This design comes from an exercise in tuning for small area, a short achievable clock period and few clock cycles per item on the open sky130 flow, not from production work.
Function was checked by simulation only, so behaviour that the tests miss may differ from the original.
Power figures rest on the tool's default switching activity, not on a simulated workload.

== run a ==
## hue_chroma_key_alpha_unit
module hue_chroma_key_alpha_unit (
    input  logic                               aclk,
    input  logic                               aresetn,
    input  logic                               s_tvalid,
    output logic                               s_tready,
    input  logic [hcka_pkg::S_DATA_W-1:0]      s_tdata,    
    output logic                               m_tvalid,
    input  logic                               m_tready,
    output logic [hcka_pkg::M_DATA_W-1:0]      m_tdata,    
    input  logic                               cfg_wr_en,
    input  logic [hcka_pkg::CFG_IDX_W-1:0]     cfg_index,
    input  logic [hcka_pkg::CFG_W-1:0]         cfg_wdata
);
For scale: about 1100 cells after synthesis, about 94 flip-flops, roughly 73 I/O pins, about 0.0093 mm² of cells after synthesis.
clock: 6.0 ns
lec_check: 0
abc_area: 1
cap_margin: 20
core_margin: 2
core_utilization: 40
setup_slack_margin: 3.0
slew_margin: 20
standard.sh (not shown) runs the stock make flow with config.mk's settings and CLKGATE_MAP_FILE= SYNTH_SCRIPT=/design/flow/synth_recipe.tcl, a recipe that flattens the netlist after the stock synthesis.
==> flow/flow/run.sh <==
#!/bin/bash
# The standard layout (the standard.sh, unchanged synthesis), with plain buf_1 cells as
# the port buffers in place of the delay buffers that buffer_ports picks by default.
set -euo pipefail
export BUFFER_PORTS_ARGS="-buffer_cell sky130_fd_sc_hd__buf_1"
bash standard.sh finish > standard.log 2>&1
Run a was carried through to the last stage, and its layout satisfied the timing, design-rule and antenna checks.
Testbench counts of run a, summed over its fixed seeds: cycles 16,400, items 16,384.
### run a -> run b
Settings: SETUP_SLACK_MARGIN: 3.0 -> 2.6; SLEW_MARGIN: 20 -> 10; CAP_MARGIN: 20 -> 10.
Sort run a and run b by setup fix buffers added after clock tree synthesis, ascending, and run b comes first.
From run a to run b the numbers moved as follows: count of plain and timing-repair buffers decreased by about 20% relative to the old numbers; final cell count decreased by about 1.6% relative to the old numbers.

---

Setup of lagoon:
Starting RTL as in the previous note.
Settings: LEC_CHECK=0, ABC_AREA=1, CAP_MARGIN=20, CORE_MARGIN=2, CORE_UTILIZATION=40, SLEW_MARGIN=20; clock period 6.0 ns.
Scripts as last shown in full above: flow/flow/run.sh
Looking at the reports, lagoon completed the entire flow and the layout it produced met the timing, design-rule and antenna checks.
Testbench counts of lagoon, summed over its fixed seeds: cycles 16,400, items 16,384.
Inputs modified between lagoon and raven:
- SETUP_SLACK_MARGIN newly set to 2.6
- CORE_UTILIZATION changed from 40 to 60
==> summary.txt <==
raven finished all stages; the layout is clean. Summary of the comparison: met2 wirelength from detailed routing is lower in raven, relative to lagoon. Delta (raven minus lagoon): cell area power density increased 35 nW/um^2, first-pass GRT wire length decreased 3.4%, number of nets in the finished design increased 2.3%. Between raven and lagoon, the transition at the pin with the smallest max-transition slack is higher for lagoon. Changes observed in raven relative to lagoon: path length in cells of the critical path went up by 1; final worst-path setup slack grew by 0.37 ns; detailed-routed wire length on met3 higher; final cell count has decreased. raven vs. lagoon: count of buffer and inverter cells on the critical path went down by 1. Between lagoon and raven, wire length decreased.
What harbor does differently from raven at the input level:
- swapping 60 for 40 in CORE_UTILIZATION
- putting PLACE_DENSITY at 0.8 where nothing was set
## What came out
- The total power was comparable across raven and harbor.
- raven leaves more setup margin than harbor.
- harbor -> raven: synthesized cell count delta 0, exact match
- harbor vs. raven: routed wire length went up, global-route total usage across every layer went down, synthesis-to-layout area growth went down.
- Of harbor and raven, it is harbor that has the lower flip-flop and latch area.
[inputs] nickel vs harbor
- removing PLACE_DENSITY (formerly 0.8)
- setting CTS_BUF_LIST to sky130_fd_sc_hd__clkbuf_8 for the first time
==> comparison <==
- nickel went all the way through synthesis, placement and routing and the layout is clean on timing, DRC and antenna.
- | slew of the pin with the lowest slew margin | higher: nickel |
- Compared with harbor, nickel shows worst clock skew higher by 0.012 ns.
- Lower combinational share of power goes to harbor over nickel.
- nickel: achievable clock frequency 0.00092 GHz above harbor
- When the final numbers for harbor and nickel were put side by side, the number of stages on the worst setup path turned out to be smaller in harbor.
- Between harbor and nickel, maximum net fanout on the critical path is lower for nickel, harbor comes in above that.
- Between harbor and nickel, data arrival time of the critical path is higher for nickel, harbor comes in under that.
- Delta (nickel minus harbor): number of nets produced by synthesis held, via count fell about 5.4%, number of cells in the finished layout apart from fillers moved down.

[separate check: timing with driven ports]
Ports are ideal in the flow. The routed layouts listed here were re-timed in OpenROAD. Step 1 sets driving cells, clkbuf_16 on the clock port and buf_2 on the other inputs (assumed; they add their load-dependent delay and slew). Step 2, shift: input delay + t, output delay - t, t = (earliest + latest rising clock arrival at the registers) / 2. This alone moves slack from input paths to output paths. Slacks: ideal ports / drivers / drivers and shift; pairs: ideal ports / drivers.
run | shift t [ns] | setup slack, ns | hold slack, ns | worst setup path at the end | worst data-port slew with drivers (ns)
run a | 0.391 | 2.259 / 2.259 / 2.259 | 0.419 / 0.419 / 0.419 | register to register | 0.07
run b | 0.404 | 2.166 / 2.166 / 2.166 | 0.420 / 0.420 / 0.420 | register to register | 0.04
lagoon | 0.395 | 1.855 / 1.855 / 1.855 | 0.422 / 0.422 / 0.422 | register to register | 0.04
raven | 0.396 | 2.221 / 2.221 / 2.221 | 0.420 / 0.420 / 0.420 | register to register | 0.04
harbor | 0.387 | 2.131 / 2.131 / 2.131 | 0.419 / 0.419 / 0.419 | register to register | 0.07
nickel | 0.432 | 2.145 / 2.145 / 2.145 | 0.427 / 0.427 / 0.427 | register to register | 0.04
After both steps every run listed still meets setup and hold.
